Context: an optimization exercise on an open-source flow, tuned for small area and a short achievable clock period. The choices shown serve that exercise and are no tape-out recipe.
The RTL was checked by simulation tests, not by an equivalence proof against the original design.
Power figures rest on the tool's default switching activity, not on a simulated workload.

File: flow/design.v
package rv_pkg;
    localparam int xlen       = 32;
    localparam int reg_addr_w = 5;
    localparam int n_regs     = 32;
    localparam int funct3_w   = 3;
    localparam logic [xlen-1:0] reset_pc = 32'h0040_0000;
    localparam logic [4:0] op_op_imm = 5'b00100;
    localparam logic [4:0] op_auipc  = 5'b00101;
    localparam logic [4:0] op_op     = 5'b01100;
    localparam logic [4:0] op_lui    = 5'b01101;
    localparam logic [funct3_w-1:0] alu_add  = 3'd0;
    localparam logic [funct3_w-1:0] alu_sll  = 3'd1;
    localparam logic [funct3_w-1:0] alu_slt  = 3'd2;
    localparam logic [funct3_w-1:0] alu_sltu = 3'd3;
    localparam logic [funct3_w-1:0] alu_xor  = 3'd4;
    localparam logic [funct3_w-1:0] alu_sr   = 3'd5;  
    localparam logic [funct3_w-1:0] alu_or   = 3'd6;
    localparam logic [funct3_w-1:0] alu_and  = 3'd7;
endpackage
import rv_pkg::*;
module fetch_unit (
    input  logic            clk,
    input  logic            rst_n,
    output logic [xlen-1:0] icache_addr,
    output logic [xlen-1:2] pc_dec
);
    logic [xlen-1:2] pc;
    always_ff @(posedge clk) begin
        if (!rst_n)
            pc <= reset_pc[xlen-1:2];
        else
            pc <= pc + 30'd1;
    end
    assign icache_addr = {pc, 2'b00};
    assign pc_dec      = pc - 30'd1;
endmodule
import rv_pkg::*;
module inst_decoder (
    input  logic [xlen-1:0] w,
    output logic            supported,
    output logic            use_rs1,
    output logic            use_rs2,
    output logic            imm_u,      
    output logic            is_auipc,
    output logic [7:0]      sel,        
    output logic            sub,
    output logic            sra
);
    logic       is_op, is_op_imm, is_lui;
    logic [2:0] f3;
    assign is_op     = w[6:2] == op_op;
    assign is_op_imm = w[6:2] == op_op_imm;
    assign is_lui    = w[6:2] == op_lui;
    assign is_auipc  = w[6:2] == op_auipc;
    assign supported = is_op | is_op_imm | is_lui | is_auipc;
    assign use_rs1   = is_op | is_op_imm;
    assign use_rs2   = is_op;
    assign imm_u     = is_lui | is_auipc;
    assign f3 = w[14:12];
    always_comb begin
        sel = '0;
        if (use_rs1)
            sel[f3] = 1'b1;
        else
            sel[0] = 1'b1;
    end
    assign sub = use_rs1 & ((f3 == alu_add & w[30] & is_op) | f3 == alu_slt | f3 == alu_sltu);
    assign sra = w[30] & (f3 == alu_sr);
endmodule
import rv_pkg::*;
module alu (
    input  logic [xlen-1:0] a,
    input  logic [xlen-1:0] bx,
    input  logic [7:0]      sel,    
    input  logic            sub,
    input  logic            sra,
    input  logic [4:0]      shl,    
    input  logic [4:0]      shr,    
    output logic [xlen-1:0] sum,
    output logic [xlen-1:0] sll,
    output logic [xlen-1:0] sr,
    output logic [xlen-1:0] lg,     
    output logic            cmp,    
    output logic [xlen-1:0] r
);
    logic [xlen+1:0] s;
    logic            cout;
    logic            lt;
    logic            ltu;
    assign s    = {1'b0, a, 1'b1} + {1'b0, bx, sub};
    assign sum  = s[xlen:1];
    assign cout = s[xlen+1];
    assign ltu  = ~cout;
    assign lt   = (a[xlen-1] ^ bx[xlen-1]) ? sum[xlen-1] : a[xlen-1];
    assign sll = a << shl;
    assign sr  = xlen'($signed({sra & a[xlen-1], a}) >>> shr);
    assign lg  = ({xlen{sel[4]}} & (a ^ bx))
               | ({xlen{sel[6]}} & (a | bx))
               | ({xlen{sel[7]}} & (a & bx));
    assign cmp = (sel[2] & lt) | (sel[3] & ltu);
    assign r = ({xlen{sel[0]}} & sum)
             | ({xlen{sel[1]}} & sll)
             | ({xlen{sel[5]}} & sr)
             | lg
             | {31'd0, cmp};
endmodule
import rv_pkg::*;
module gpr_file (
    input  logic                  clk,
    input  logic [n_regs-1:1]     rs1_sel,   
    input  logic [n_regs-1:1]     rs2_sel,
    output logic [xlen-1:0]       rs1,
    output logic [xlen-1:0]       rs2,
    input  logic [reg_addr_w-1:0] wr_addr,   
    input  logic [xlen-1:0]       wr_data
);
    logic [xlen-1:0] regs [1:n_regs-1];  
    always_ff @(posedge clk) begin
        if (wr_addr != '0)
            regs[wr_addr] <= wr_data;
    end
    always_comb begin
        rs1 = '0;
        rs2 = '0;
        for (int i = 1; i < n_regs; i++) begin
            rs1 = rs1 | ({xlen{rs1_sel[i]}} & regs[i]);
            rs2 = rs2 | ({xlen{rs2_sel[i]}} & regs[i]);
        end
    end
endmodule
import rv_pkg::*;
module rv_core (
    input  logic                          clk,
    input  logic                          rst_n,
    input  logic [rv_pkg::xlen-1:0]       icache_data,
    output logic [rv_pkg::xlen-1:0]       icache_addr,
    output logic                          wb_valid,
    output logic [rv_pkg::reg_addr_w-1:0] wb_rd,
    output logic [rv_pkg::xlen-1:0]       wb_data
);
    logic [xlen-1:2] pc_dec;
    fetch_unit u_fetch (.clk(clk), .rst_n(rst_n), .icache_addr(icache_addr), .pc_dec(pc_dec));
    logic       f_sup, f_rs1, f_rs2, f_imm_u, f_auipc, f_sub, f_sra;
    logic [7:0] f_sel;
    inst_decoder u_dec (
        .w(icache_data), .supported(f_sup), .use_rs1(f_rs1), .use_rs2(f_rs2),
        .imm_u(f_imm_u), .is_auipc(f_auipc), .sel(f_sel), .sub(f_sub), .sra(f_sra)
    );
    logic [4:0] f_rs1_a, f_rs2_a;
    assign f_rs1_a = icache_data[19:15];
    assign f_rs2_a = icache_data[24:20];
    logic [xlen-1:7]   ir;         
    logic              d_exec;     
    logic              d_rs2, d_imm_u, d_auipc, d_sub, d_sra;
    logic [7:0]        d_sel;
    logic [n_regs-1:1] rs1_sel, rs2_sel;    
    logic              fw1, fw2;   
    logic              fe1, fe2;   
    logic              e_valid;
    logic [4:0]        e_rd;       
    logic              fe1_f, fe2_f, fw1_f, fw2_f;
    logic [n_regs-1:1] rs1_sel_f, rs2_sel_f;
    assign fe1_f = f_rs1 && f_rs1_a == ir[11:7] && d_exec && f_rs1_a != 5'd0;
    assign fe2_f = f_rs2 && f_rs2_a == ir[11:7] && d_exec && f_rs2_a != 5'd0;
    assign fw1_f = f_rs1 && f_rs1_a == e_rd && e_rd != 5'd0;
    assign fw2_f = f_rs2 && f_rs2_a == e_rd && e_rd != 5'd0;
    always_comb begin
        for (int i = 1; i < n_regs; i++) begin
            rs1_sel_f[i] = f_rs1 && !fw1_f && f_rs1_a == reg_addr_w'(i);
            rs2_sel_f[i] = f_rs2 && !fw2_f && f_rs2_a == reg_addr_w'(i);
        end
    end
    always_ff @(posedge clk) begin
        ir      <= icache_data[xlen-1:7];
        d_exec  <= rst_n & f_sup;
        d_rs2   <= f_rs2;
        d_imm_u <= f_imm_u;
        d_auipc <= f_auipc;
        d_sel   <= f_sel;
        d_sub   <= f_sub;
        d_sra   <= f_sra;
        rs1_sel <= rs1_sel_f;
        rs2_sel <= rs2_sel_f;
        fw1     <= fw1_f;
        fw2     <= fw2_f;
        fe1     <= fe1_f;
        fe2     <= fe2_f;
    end
    logic [xlen-1:0] e_a, e_bx;     
    logic [4:0]      e_shl, e_shr;  
    logic [7:0]      e_sel;
    logic            e_sub, e_sra;
    logic [4:0]      w_rd;
    logic [xlen-1:0] w_data;
    logic [xlen-1:0] r;             
    logic [xlen-1:0] rf1, rf2;
    logic [xlen-1:0] imm;
    gpr_file u_gpr (
        .clk(clk), .rs1_sel(rs1_sel), .rs2_sel(rs2_sel), .rs1(rf1), .rs2(rf2),
        .wr_addr(w_rd), .wr_data(w_data)
    );
    assign imm = d_imm_u ? {ir[31:12], 12'd0} : {{20{ir[31]}}, ir[31:20]};
    logic [xlen-1:0] a_d, b_d;
    assign a_d = rf1 | (fw1 ? w_data : '0) | (d_auipc ? {pc_dec, 2'b00} : '0);
    assign b_d = rf2 | (fw2 ? w_data : '0) | (d_rs2 ? '0 : imm);
    logic [xlen-1:0] sum, sll, sr, lg;
    logic            cmp;
    logic            fbp, fbn;
    logic [xlen-1:0] a_nxt, b_nxt, bx_nxt;
    assign fbp = fe2 & ~d_sub;
    assign fbn = fe2 & d_sub;
    assign a_nxt = ({xlen{fe1 & e_sel[0]}} & sum)
                 | ({xlen{fe1 & e_sel[1]}} & sll)
                 | ({xlen{fe1 & e_sel[5]}} & sr)
                 | ({xlen{fe1}} & lg)
                 | {31'd0, fe1 & cmp}
                 | ({xlen{~fe1}} & a_d);
    assign b_nxt = ({xlen{fe2 & e_sel[0]}} & sum)
                 | ({xlen{fe2 & e_sel[1]}} & sll)
                 | ({xlen{fe2 & e_sel[5]}} & sr)
                 | ({xlen{fe2}} & lg)
                 | {31'd0, fe2 & cmp}
                 | ({xlen{~fe2}} & b_d);
    assign bx_nxt = ({xlen{fbp & e_sel[0]}} & sum)
                  | ({xlen{fbp & e_sel[1]}} & sll)
                  | ({xlen{fbp & e_sel[5]}} & sr)
                  | ({xlen{fbp}} & lg)
                  | {31'd0, fbp & cmp}
                  | ~(({xlen{fbn & e_sel[0]}} & sum)
                    | ({xlen{fbn & e_sel[1]}} & sll)
                    | ({xlen{fbn & e_sel[5]}} & sr)
                    | ({xlen{fbn}} & lg)
                    | {31'd0, fbn & cmp}
                    | ({xlen{~fbn}} & {xlen{1'b1}}))
                  | ({xlen{~fe2}} & (b_d ^ {xlen{d_sub}}));
    always_ff @(posedge clk) begin
        e_valid <= rst_n & d_exec;
        e_rd    <= (rst_n & d_exec) ? ir[11:7] : 5'd0;
        e_a     <= a_nxt;
        e_bx    <= bx_nxt;
        e_shl   <= d_sel[1] ? b_nxt[4:0] : 5'd0;
        e_shr   <= d_sel[5] ? b_nxt[4:0] : 5'd0;
        e_sel   <= d_sel;
        e_sub   <= d_sub;
        e_sra   <= d_sra;
    end
    alu u_alu (.a(e_a), .bx(e_bx), .sel(e_sel), .sub(e_sub), .sra(e_sra), .shl(e_shl), .shr(e_shr),
              .sum(sum), .sll(sll), .sr(sr), .lg(lg), .cmp(cmp), .r(r));
    always_ff @(posedge clk) begin
        wb_valid <= rst_n & e_valid;
        w_rd     <= e_rd;
        w_data   <= r;
    end
    assign wb_rd   = w_rd;
    assign wb_data = w_data;
endmodule
File: flow/flow/run.sh
#!/bin/bash
# The standard layout (the standard.sh, on the standard synthesis script),
# with these options changed:
#  - ports are buffered with buf_4 instead of the slow delay cell that
#    buffer_ports picks by default;
#  - the resizer may swap a cell for one with a different footprint;
#  - slow cells with four transistors in series (and the weak _0 sizes) are
#    added to the platform's don't-use list, for synthesis and resizing alike.
#    This changes only the combinational mapping: the registers are the same.
set -uo pipefail
DONT_USE="sky130_fd_sc_hd__probe_p_8 sky130_fd_sc_hd__probec_p_8 sky130_fd_sc_hd__lpflow_bleeder_1 sky130_fd_sc_hd__lpflow_clkbufkapwr_1 sky130_fd_sc_hd__lpflow_clkbufkapwr_16 sky130_fd_sc_hd__lpflow_clkbufkapwr_2 sky130_fd_sc_hd__lpflow_clkbufkapwr_4 sky130_fd_sc_hd__lpflow_clkbufkapwr_8 sky130_fd_sc_hd__lpflow_clkinvkapwr_1 sky130_fd_sc_hd__lpflow_clkinvkapwr_16 sky130_fd_sc_hd__lpflow_clkinvkapwr_2 sky130_fd_sc_hd__lpflow_clkinvkapwr_4 sky130_fd_sc_hd__lpflow_clkinvkapwr_8 sky130_fd_sc_hd__lpflow_decapkapwr_12 sky130_fd_sc_hd__lpflow_decapkapwr_3 sky130_fd_sc_hd__lpflow_decapkapwr_4 sky130_fd_sc_hd__lpflow_decapkapwr_6 sky130_fd_sc_hd__lpflow_decapkapwr_8 sky130_fd_sc_hd__lpflow_inputiso0n_1 sky130_fd_sc_hd__lpflow_inputiso0p_1 sky130_fd_sc_hd__lpflow_inputiso1n_1 sky130_fd_sc_hd__lpflow_inputiso1p_1 sky130_fd_sc_hd__lpflow_inputisolatch_1 sky130_fd_sc_hd__lpflow_isobufsrc_1 sky130_fd_sc_hd__lpflow_isobufsrc_16 sky130_fd_sc_hd__lpflow_isobufsrc_2 sky130_fd_sc_hd__lpflow_isobufsrc_4 sky130_fd_sc_hd__lpflow_isobufsrc_8 sky130_fd_sc_hd__lpflow_isobufsrckapwr_16 sky130_fd_sc_hd__lpflow_lsbuf_lh_hl_isowell_tap_1 sky130_fd_sc_hd__lpflow_lsbuf_lh_hl_isowell_tap_2 sky130_fd_sc_hd__lpflow_lsbuf_lh_hl_isowell_tap_4 sky130_fd_sc_hd__lpflow_lsbuf_lh_isowell_4 sky130_fd_sc_hd__lpflow_lsbuf_lh_isowell_tap_1 sky130_fd_sc_hd__lpflow_lsbuf_lh_isowell_tap_2 sky130_fd_sc_hd__lpflow_lsbuf_lh_isowell_tap_4 sky130_fd_sc_hd__a2111oi_0 sky130_fd_sc_hd__a21boi_0 sky130_fd_sc_hd__and2_0 sky130_fd_sc_hd__o21ai_0 sky130_fd_sc_hd__o311ai_0 sky130_fd_sc_hd__or2_0 sky130_fd_sc_hd__a2111oi_1 sky130_fd_sc_hd__a2111oi_2 sky130_fd_sc_hd__a2111oi_4 sky130_fd_sc_hd__nor4_1 sky130_fd_sc_hd__nor4_2 sky130_fd_sc_hd__nor4_4 sky130_fd_sc_hd__nor4b_1 sky130_fd_sc_hd__nor4b_2 sky130_fd_sc_hd__nor4b_4 sky130_fd_sc_hd__nor4bb_1 sky130_fd_sc_hd__nor4bb_2 sky130_fd_sc_hd__nor4bb_4 sky130_fd_sc_hd__o41ai_1 sky130_fd_sc_hd__o41ai_2 sky130_fd_sc_hd__o41ai_4 sky130_fd_sc_hd__o2111ai_1 sky130_fd_sc_hd__o2111ai_2 sky130_fd_sc_hd__o2111ai_4"
bash standard.sh \
  "BUFFER_PORTS_ARGS=-buffer_cell sky130_fd_sc_hd__buf_4" \
  MATCH_CELL_FOOTPRINT=0 \
  "DONT_USE_CELLS=$DONT_USE" \
  finish > standard.log 2>&1
File: flow/standard.sh
#!/bin/bash
# synth_recipe.tcl (not shown) runs the flow's synth.tcl, then flattens the netlist and writes it again
# the make line also repeats each setting of config.mk as NAME=value (left out here)
make -C /OpenROAD-flow-scripts/flow DESIGN_CONFIG=/design/flow/config.mk WORK_HOME=/design/flow/orfs CLKGATE_MAP_FILE= SYNTH_SCRIPT=/design/flow/synth_recipe.tcl "${@:-finish}"
File: flow/config.mk
export PLATFORM = sky130hd
export DESIGN_NAME = rv_core
export DESIGN_NICKNAME = rv_core
export VERILOG_FILES = /design/flow/design.v
export SDC_FILE = /design/flow/constraint.sdc
export NUM_CORES = 4
export LEC_CHECK = 0
export CAP_MARGIN = 20
export CORE_MARGIN = 2
export CORE_UTILIZATION = 40
export CTS_CLUSTER_DIAMETER = 140
export CTS_CLUSTER_SIZE = 24
export SETUP_SLACK_MARGIN = 5
export SLEW_MARGIN = 20
export TNS_END_PERCENT = 10
File: flow/constraint.sdc
create_clock -name core_clock -period 8.0 [get_ports {clk}]
set_input_delay 1.6000 -clock core_clock [delete_from_list [all_inputs] [get_ports {clk}]]
set_output_delay 1.6000 -clock core_clock [all_outputs]
set_load 0.01 [all_outputs]
==> results of run 1 <==
-- cells in the final DEF, fill, tap and decap left out, types with 45 or more instances in the layout --
cell type	n
clkbuf_1	45
buf_4	247
xnor2_1	66
o21ai_1	115
dfxtp_1	148
dfxtp_4	49
clkbuf_16	65
nand3_1	102
nand4_1	171
mux4_2	71
nor2_1	140
nor3_1	85
a22oi_1	506
dfxtp_2	66
a21oi_1	149
edfxtp_1	992
inv_1	87
a221oi_1	241
nand2_1	215
a22o_1	225
-- Yosys cell counts, drive strengths merged, types with 23 or more instances --
library cell,number
mux4,83
nand3,103
nor3,95
ha,72
a222oi,39
dfxtp,263
inv,93
or3,23
nand2b,24
and2,39
xnor2,69
edfxtp,992
a31oi,25
a22oi,506
nor2,178
xor2,41
clkbuf,250
nand2,221
nand4,171
buf,91
mux2i,44
a22o,225
a221oi,247
a21oi,167
o21ai,119
-- cell type report --
type	count	area (um2)
Inverter	96	367
Tap cell	1890	2360
Timing Repair Buffer	303	2700
Clock buffer	103	1620
Multi-Input combinational cell	2771	21400
Antenna cell	13	32.5
Clock inverter	4	80.1
Sequential cell	1255	35300
Fill cell	12900	78000
-- metrics by stage --
step           hold slack, ps  cells  total power [uW]  setup WS (ps)
5_1_grt                   350   6422             12300           4810
2_1_floorplan             310   4463              7980           4980
3_3_place_gp              314   6255              8440           4200
3_5_place_dp              315   6255              8450           4170
4_1_cts                   340   6399             11900           4840
6_report                  337   6435             12000           4650
-- logic make-up after synthesis --
group,Yosys count,synth area share
mux,149,0.0455
other cells,1,0.0000654
buf+inv,437,0.0301
compound gates,1498,0.198
fa+ha+maj,73,0.0161
simple gates,939,0.0825
xor+xnor,110,0.0168
flops,1255,0.611
-- sequential cells by signal, summed over array words and instances, names as in the netlist, 5 cells and up --
signal and flops:
d_sel 8, e_a 32, rs1_sel 31, u_gpr.regs 992
e_shr 5, u_fetch.pc 30, e_rd 5, w_rd 5
e_sel 8, w_data 32, rs2_sel 31, e_shl 5
e_bx 32, ir 25
-- repair_timing --
| item | in CTS | in global routing |
|---|---|---|
| pin swaps | 21 | 14 |
| setup endpoints to repair | 142 | 124 |
| gates cloned | 6 | 1 |
| resized for setup | 181 | 84 |
| buffers inserted | 31 | 20 |
-- power by group through the flow --
stage,clock network [uW],registers [uW],logic (uW)
6_report,3570,7350,1120
5_1_grt,3740,7360,1160
4_1_cts,3540,7350,1020
3_5_place_dp,0,7520,924
3_3_place_gp,0,7520,914
2_1_floorplan,0,7620,357
-- path summary, 6_finish.rpt --
path               startpoint        to  slack, ps  depth (start not counted)
setup / recovery  rs2_sel[27]  e_bx[25]       4650                          7
hold / removal       d_sel[0]  e_sel[0]        340                          0
setup reg to reg  rs2_sel[27]  e_bx[25]       4650                          7
hold reg to reg      d_sel[0]  e_sel[0]        340                          0
-- metal layers --
metal / up-vias / part of all wire
met5: - / 0.0017
met4: 18 / 0.078
met3: 1506 / 0.20
met2: 5727 / 0.39
met1: 24700 / 0.33
li1: 18200 / -
-- worst max-delay path, stage by stage, from the launching register on --
cell and delay, ps:
dfxtp_2 610, buf_6 390, a221oi_1 340, nand4_1 170, nor3_1 270, nand4_1 580
mux2_2 500, a221o_1 280
==> results by group, run 1 <==
Worst setup path
  • CP Data Arrival Time: 3970 ps
  • Worst Path Class, Setup: reg -> reg
  • Req. time, crit path: 8620 ps
  • Crit start category: register
  • CP endpoint kind: register
  • Top fanout value on the critical path: 17

Synth
  • Mapped Area: 57,300 um2
  • Leading register cell type out of synthesis: edfxtp_1
  • Yosys cell types: 83
  • Synth top area cells: edfxtp_1, dfxtp_1, a22oi_1
  • Yosys warns: 4
  • Synthesized instance count: 4,462
  • Async SR Flop Fraction: 0
  • Most area-hungry cell type in the Yosys netlist: edfxtp_1
  • Synth Area per Inst: 12.9 um2
  • Number of flops mapped to enable cells by yosys: 992
  • Sequential element share of the synthesized area: 0.611
  • FF+latch count, synth: 1,255
  • Share of Yosys cell area claimed by the top area cell type: 0.520

Clock tree
  • CTS Root Cell: clkbuf_16
  • Clock Latency Late Sink: 780 ps
  • CTS sink count: 1,255
  • Clock Path Buffers: 3
  • H-tree levels: 2
  • Clock transition at path regs: 100 ps
  • CTS tree: built
  • Num CTS Buffers: 58
  • Post-CTS Hold Buffers: 0

Floorplanning
  • Area of the die: 146,000 um2
  • Placement Rows: 138
  • Core Box Area: 142,000 um2
  • Initial Utilization: 0.404
  • Die H: 383 um
  • IO Pins: 104
  • Chip width: 383 um

Cells and area
  • Utilization after layout: 0.450
  • Area growth syn-to-layout: 11.4%
  • Layout cells sized above 1: 0.166
  • Nets@finish: 4,592
  • Design area: 63,900 um2

Global route
  • Met1 Use GR: 0.458
  • Initial antenna violation count: 14
  • Vias in the first global route: 45,700
  • M3 GR Usage: 0.216
  • Total gr overflow: 0
  • GRT Util Overall: 0.376
  • First-pass GRT wire length: 380 mm
  • Met2 GRT Util: 0.517
  • Largest net degree at the start of global routing: 43
  • Layer with the highest usage: met2

Place
  • Number of I/O port buffers: 99
  • Post-DP HPWL: 150 mm
  • Post-DP Area: 60,500 um2
  • Routability cong.: 0.969

Routing
  • First-iteration detailed-routing DRC count: 11,700
  • First-pass DRT Iterations: 9
  • Via count: 50,200
  • Routed len/inst: 44.6 um
  • Antenna-violating nets left: 0
  • DR DRC count: 0
  • Final WL: 287 mm
  • Vias/cell: 7.79

Timing
  • Fin. max-slew vios: 0
  • Hold Vio Cnt, Final: 0
  • TNS Setup: 0 ps
  • # setup viols final: 0
  • Max frequency: 299 MHz
  • Final worst path period share: 0.418
  • Max_slew headroom: 0.0276
  • Worst-Margin Slew: 1450 ps
  • RSZ-0062 raised after global routing: yes
  • Layout Skew: 75.5 ps
  • Min cycle time layout: 3350 ps

Run
  • Max-Cap Viols: 0

Power and ir drop
  • Register share of total power: 0.611
  • Sw frac: 0.252
  • P_leak: 0.0206 uW
  • NetSw: 3030 uW
  • Clock power share: 0.297
  • Pwr Density: 188 nW/um2
  • Combinational power share: 0.093
  • Pint: 9010 uW
  • Max IR drop VDD: 0.200 mV

Status
  • Outcome: no timing/DRC/antenna violations

Hold path
  • Hold Path Class: reg -> reg
==> run 2, diff against run 1 <==
==> flow/flow/run.sh (replaced) <==
#!/bin/bash
# The standard layout (the standard.sh, standard synthesis unchanged), with
# two placement/resizing options changed:
#  - ports are buffered with buf_4 instead of the slow delay cell that
#    buffer_ports picks by default;
#  - the resizer may swap a cell for one with a different footprint.
set -uo pipefail
bash standard.sh \
  "BUFFER_PORTS_ARGS=-buffer_cell sky130_fd_sc_hd__buf_4" \
  MATCH_CELL_FOOTPRINT=0 \
  finish > standard.log 2>&1
==> run 2 against run 1 <==
Global-route usage increased by 0.79 points. Die area is 0.28% lower. Hold slack got worse by 6.3 ps. Count of clock-buffer cells in the layout grew 1. Synthesized cell count is 1.5% lower. First-iteration DRC count increased by 4.9%. Still clean. Non-clock buffer count increased by 23. Fmax increased by 1.4%. Highest routed layer unchanged. Total power rose by 1.1%. Combinational power grew 4%. Via count is 0.22% higher.
==> results by group, run 2 <==
Status
  • Outcome: no timing/DRC/antenna violations

Cells and area
  • Area growth syn-to-layout: 12.4%
  • Final Non-Filler Cells: 6,396
  • Commonest non-fill, non-tap cell in the layout: edfxtp_1
  • Top reg by flops: u_gpr.regs
  • Number of fill cells: 12,700
  • Utilization after layout: 0.453
  • Nets@finish: 4,554
  • Most frequent cells in the layout: edfxtp_1, a22oi_1, a221oi_1
  • Layout cells sized above 1: 0.175
  • Max FFs per register: 992

Timing
  • Fin. max-slew vios: 0
  • TNS Setup: 0 ps
  • Hold Vio Cnt, Final: 0
  • Final setup margin: 4700 ps
  • Layout Skew: 61.7 ps
  • Max frequency: 303 MHz
  • RSZ-0062 raised after global routing: yes
  • Worst-Margin Slew: 1270 ps
  • Hold slack: 331 ps
  • Min cycle time layout: 3300 ps
  • Final worst path period share: 0.413
  • Max_slew headroom: 0.150
  • # setup viols final: 0

Synth
  • Synth Area per Inst: 13.0 um2
  • Async SR Flop Fraction: 0
  • Number of flops mapped to enable cells by yosys: 992
  • FF+latch count, synth: 1,255
  • Commonest cells in the netlist: edfxtp_1, a22oi_1, a221oi_1, a22o_1, dfxtp_1
  • Most area-hungry cell type in the Yosys netlist: edfxtp_1
  • Most common cell in the netlist: edfxtp_1
  • Share of Yosys cell area claimed by the top area cell type: 0.521
  • Synth top area cells: edfxtp_1, dfxtp_1, a22oi_1
  • Yosys warns: 4
  • Mapped Area: 57,200 um2
  • Synthesized instance count: 4,393
  • Leading register cell type out of synthesis: edfxtp_1
  • Yosys cell types: 89
  • Sequential element share of the synthesized area: 0.613

Power and ir drop
  • Pwr Density: 189 nW/um2
  • Max IR drop VDD: 0.175 mV
  • P_leak: 0.0208 uW

Routing
  • Vias/cell: 7.86
  • First-iteration detailed-routing DRC count: 12,200
  • Routed len/inst: 45.9 um
  • DR DRC count: 0
  • Via count: 50,300
  • First-pass DRT Iterations: 13
  • Antenna-violating nets left: 0
  • Final WL: 293 mm

Clock tree
  • Clock transition at path regs: 100 ps
  • Num CTS Buffers: 59
  • Clock Path Buffers: 3
  • CTS Root Cell: clkbuf_16
  • CTS sink count: 1,255
  • H-tree levels: 2
  • CTS tree: built
  • Clock Latency Late Sink: 780 ps

Place
  • Pre-CTS setup slack: 4070 ps
  • Number of I/O port buffers: 99
  • Placed cells: 6,214
  • Routability cong.: 0.999
  • Post-DP HPWL: 164 mm

Worst setup path
  • Worst path slowest cell: nor3_1
  • Worst path bufs/invs: 1
  • Worst Path Class, Setup: reg -> reg
  • Critical-path cell list: buf_4, a22o_1, a221oi_1, nand4_1, nor3_1, a21oi_1, a21o_1
  • Worst reg2reg startpoint: rs1_sel[23]
  • Max incr delay on CP: 960 ps
  • Req. time, crit path: 8630 ps
  • Top delay family on crit path: simple AND/OR/NAND/NOR gates
  • CP endpoint kind: register
  • Critical path startpoint: rs1_sel[23]
  • CP Data Arrival Time: 3930 ps
  • Top fanout value on the critical path: 23
  • Crit start category: register

Floorplanning
  • Initial Utilization: 0.403
  • IO Pins: 104
  • Core Box Area: 142,000 um2
  • Area of the die: 146,000 um2
  • Chip width: 382 um
  • Placement Rows: 138
  • Die H: 382 um

Global route
  • Total gr overflow: 0
  • Initial antenna violation count: 28
  • GRT Util Overall: 0.384
  • Largest net degree at the start of global routing: 45
  • First-pass GRT wire length: 386 mm
  • Vias in the first global route: 45,500

Hold path
  • Hold Path Class: reg -> reg
  • Hold path start: d_sel[0]

Run
  • Max-Cap Viols: 0
## run 2: per-stage QoR
| stage | power (uW) | instance area [um2] |
|---|---|---|
| 2_1_floorplan | 7980 | 57200 |
| 3_3_place_gp | 8480 | 60600 |
| 3_5_place_dp | 8490 | 60600 |
| 4_1_cts | 12000 | 63600 |
| 5_1_grt | 12400 | 64300 |
| 6_report | 12200 | 64300 |
## run 2: cells by family after synthesis
kind of cell             after synthesis  synth area share
adder cells (fa/ha/maj)               73            0.0161
buffers and inverters                428            0.0293
multiplexers                         140            0.0421
AO/OA/AOI/OAI                       1509             0.205
XOR/XNOR                             118            0.0181
other                                  1         0.0000656
AND/OR/NAND/NOR                      869            0.0763
flip-flops                          1255             0.613
## run 2: worst reg2reg max path: stages, from the launching register on
cell and delay, ps:
dfxtp_2 620, buf_4 520, a22o_1 350, a221oi_1 290, nand4_1 150, nor3_1 960
a21oi_1 80, a21o_1 200
## run 2: final cells by class
class / instances / area [um2] / share of cell area
sequential: 1255 / 35300 / 0.549
multi-input combinational: 2711 / 21500 / 0.335
timing repair buffer: 326 / 2910 / 0.0453
tap: 1890 / 2360 / 0.0368
clock buffer: 104 / 1650 / 0.0256
inverter: 93 / 360 / 0.00561
clock inverter: 6 / 114 / 0.00177
antenna: 10 / 25.0 / 0.000389
timing repair inverter: 1 / 7.51 / 0.000117
## run 2: layer usage
layer	up-vias	global-route usage	part of all wire
met5	-	0.0291	0.0039
met4	47	0.240	0.087
met3	1676	0.212	0.20
met2	5883	0.515	0.38
met1	24500	0.473	0.33
li1	18100	-	-
## run 2: timing repair
item / in CTS / in global routing
resized for setup: 261 / 76
setup buffers: 30 / 26
setup endpoints to repair: 166 / 160
hold buffers: 0 / 0
pin swaps: 21 / 18
cloned: 2 / 1
## run 2: final timing paths
kind | endpoint | slack (ps) | depth (start not counted)
worst max-delay path | e_a[1] | 4700 | 7
worst min-delay path | e_sel[0] | 330 | 0
worst max register to register | e_a[1] | 4700 | 7
worst min register to register | e_sel[0] | 330 | 0
## run 2: power by group
group | switching (uW) | internal (uW) | total [uW]
combinational | 813 | 355 | 1170
sequential | 85.9 | 7280 | 7360
clock | 2210 | 1430 | 3640
total | 3110 | 9060 | 12200
==> run 3, diff against run 2 <==
--- a/flow/config.mk
+++ b/flow/config.mk
@@ -13,3 +13,3 @@
 export SETUP_SLACK_MARGIN = 5
 export SLEW_MARGIN = 20
-export TNS_END_PERCENT = 10
+export TNS_END_PERCENT = 100
==> run 3 against run 2 <==
Still clean. Total power increased by 3.1%. Area after synthesis unchanged. Global-route usage increased by 1.2 points. Register-to-register slack improved by 60 ps. Hold slack about the same. Utilization increased by 1.4 points. Die area unchanged.
==> results by group, run 3 <==
Global route
  • Largest net degree at the start of global routing: 45
  • Initial antenna violation count: 25
  • Vias in the first global route: 46,700
  • GRT Util Overall: 0.396
  • First-pass GRT wire length: 397 mm
  • Total gr overflow: 0

Status
  • Outcome: no timing/DRC/antenna violations

Synth
  • Post-Synth Simple-Gate Area: 0.0763
  • Most area-hungry cell type in the Yosys netlist: edfxtp_1
  • Synth Area in XOR/XNOR: 0.0181
  • Leading register cell type out of synthesis: edfxtp_1
  • Largest family of logic cells by synthesized area: compound AO/OA/AOI/OAI gates
  • Adder-Cell Fraction of Synth Area: 0.0161
  • Synthesized instance count: 4,393
  • Compound-Gate Fraction of Synth Area: 0.205
  • Yosys warns: 4
  • Number of flops mapped to enable cells by yosys: 992
  • FF+latch count, synth: 1,255
  • Async SR Flop Fraction: 0
  • Synth top area cells: edfxtp_1, dfxtp_1, a22oi_1
  • Yosys cell types: 89
  • Commonest cells in the netlist: edfxtp_1, a22oi_1, a221oi_1, a22o_1, dfxtp_1
  • Mux share of post-synthesis cell area: 0.0421
  • Most common cell in the netlist: edfxtp_1
  • Synth Area per Inst: 13.0 um2
  • Mapped Area: 57,200 um2
  • Share of Yosys cell area claimed by the top area cell type: 0.521
  • Sequential element share of the synthesized area: 0.613

Clock tree
  • H-tree levels: 2
  • Clock transition at path regs: 100 ps
  • Clock Path Buffers: 3
  • CTS sink count: 1,255
  • Num CTS Buffers: 59
  • Post-CTS Hold Buffers: 0
  • CTS Root Cell: clkbuf_16
  • Clock Latency Late Sink: 800 ps
  • CTS tree: built

Routing
  • First-pass DRT Iterations: 10
  • First-iteration detailed-routing DRC count: 12,500
  • Via count: 51,300
  • Antenna-violating nets left: 0
  • DR DRC count: 0
  • Routed len/inst: 46.3 um
  • Vias/cell: 7.87
  • Final WL: 302 mm

Timing
  • Layout Skew: 97.6 ps
  • Final worst path period share: 0.406
  • # setup viols final: 0
  • Min cycle time layout: 3240 ps
  • RSZ-0062 raised after global routing: yes
  • Max_slew headroom: 0.216
  • Worst-Margin Slew: 1180 ps
  • Max frequency: 308 MHz
  • TNS Setup: 0 ps
  • Hold Vio Cnt, Final: 0
  • Fin. max-slew vios: 0

Floorplanning
  • IO Pins: 104
  • Area of the die: 146,000 um2
  • Chip width: 382 um
  • Die H: 382 um
  • Initial Utilization: 0.403
  • Core Box Area: 142,000 um2
  • Placement Rows: 138

Place
  • Post-DP HPWL: 163 mm
  • Number of I/O port buffers: 99
  • Routability cong.: 0.981
  • Post-DP Area: 60,700 um2
  • Placed cells: 6,226

Worst setup path
  • Top fanout value on the critical path: 32
  • Crit start category: register
  • Req. time, crit path: 8590 ps
  • CP Data Arrival Time: 3830 ps
  • CP endpoint kind: register
  • Worst Path Class, Setup: reg -> reg

Cells and area
  • Max FFs per register: 992
  • Number of fill cells: 12,600
  • Final Non-Filler Cells: 6,514
  • Nets@finish: 4,661
  • Top reg by flops: u_gpr.regs
  • Most frequent cells in the layout: edfxtp_1, a22oi_1, buf_4
  • Area growth syn-to-layout: 15.8%
  • Utilization after layout: 0.467
  • Design area: 66,200 um2
  • Layout cells sized above 1: 0.210
  • Commonest non-fill, non-tap cell in the layout: edfxtp_1

Power and ir drop
  • P_leak: 0.0217 uW
  • Pwr Density: 189 nW/um2
  • Max IR drop VDD: 0.197 mV

Hold path
  • Hold Path Class: reg -> reg

Run
  • Max-Cap Viols: 0
==> run 3: cell counts after synthesis <==
Identical to the previous run, type by type.
==> run 3: path summary, 6_finish.rpt <==
| check | startpoint | endpoint | slack [ps] | cells past startpoint |
|---|---|---|---|---|
| setup / recovery | rs2_sel[27] | e_bx[12] | 4760 | 9 |
| hold / removal | d_sel[7] | e_sel[7] | 330 | 0 |
| setup reg to reg | rs2_sel[27] | e_bx[12] | 4760 | 9 |
| hold reg to reg | d_sel[7] | e_sel[7] | 330 | 0 |
==> run 3: repair_timing <==
item / in CTS / in global routing
pin swaps: 31 / 26
resized for setup: 413 / 110
setup endpoints to repair: 155 / 75
buffers inserted: 92 / 33
gates cloned: 31 / 1
==> run 3: where the power goes <==
| part | leakage (uW) | internal (uW) | switching, uW | total [uW] |
|---|---|---|---|---|
| Clock | 0.000836 | 1440 | 2210 | 3650 |
| Combinational | 0.00969 | 582 | 935 | 1520 |
| Sequential | 0.0112 | 7280 | 92.8 | 7380 |
==> run 3: layer usage <==
layer | global-route usage | vias up | wire length, um
met3 | 0.222 | 1857 | 58500
li1 | - | 18400 | -
met5 | 0.0129 | - | 511
met4 | 0.270 | 36 | 28500
met2 | 0.535 | 6132 | 116000
met1 | 0.475 | 24900 | 98200
==> run 3: cell type report <==
cell class	count	area, um2	area share
well taps	1890	2360	0.0357
clock buffers	104	1660	0.0250
inverters	93	357	0.00539
diodes	21	52.6	0.000794
multi-input cells	2711	21700	0.328
flip-flops and latches	1255	35400	0.535
repair buffers	433	4490	0.0679
repair inverters	1	5.00	0.0000756
clock inverters	6	103	0.00155
==> run 3: critical path, cell delays in order, from the launching register on <==
cell and delay, ps:
dfxtp_2 320, buf_4 430, a22o_1 350, a221oi_1 250
nand4_1 170, a2111oi_1 310, nand4_1 580, o21ai_1 250
a21boi_0 250, xnor2_1 80
==> run 3: stage by stage <==
stage | worst slack (ps) | hold WS (ps) | total power (uW)
after global placement | 3830 | 310 | 8490
after global routing | 4800 | 338 | 12700
after CTS | 4930 | 334 | 12400
after detailed placement | 4090 | 312 | 8500
final | 4760 | 331 | 12500
after floorplan | 4920 | 310 | 7980
==> run 3: logic make-up after synthesis <==
logic type      after synthesis
compound gates             1509
flops                      1255
simple gates                869
buf+inv                     428
mux                         140
xor+xnor                    118
fa+ha+maj                    73
other cells                   1

==> static timing again, ports no longer ideal <==
How much do the figures lean on ideal ports? The routed layouts below were timed once more, with nothing changed but the port constraints.
Step 1 (the two cells are an assumption about what drives the block):
set clk [get_ports {clk}]
set_driving_cell -lib_cell sky130_fd_sc_hd__clkbuf_16 $clk
set_driving_cell -lib_cell sky130_fd_sc_hd__buf_2 [delete_from_list [all_inputs] $clk]
Step 2 moves the port delays by t, midway between the first and last clock arrival at a register: inputs arrive t later, outputs are due t later. That takes back most of the time a late clock gives input paths.
Slacks: no drivers / after step 1 / after step 2; pairs: no drivers / after step 1.
run | t, ns | slack for setup (ns) | hold slack, ns | worst setup path at the end | slew at the worst register clock pin (ns)
run 1 | 0.820 | 4.653 / 4.653 / 4.539 | 0.337 / 0.337 / 0.337 | input to register | 0.12 / 0.12
run 2 | 0.827 | 4.698 / 4.698 / 4.375 | 0.331 / 0.331 / 0.331 | input to register | 0.11 / 0.11
run 3 | 0.828 | 4.755 / 4.755 / 4.385 | 0.331 / 0.331 / 0.331 | input to register | 0.11 / 0.11
After both steps every run listed still meets setup and hold. For run 3, which loses most, drivers alone change the setup slack by 0.000 ns; drivers and shift together by -0.370 ns.
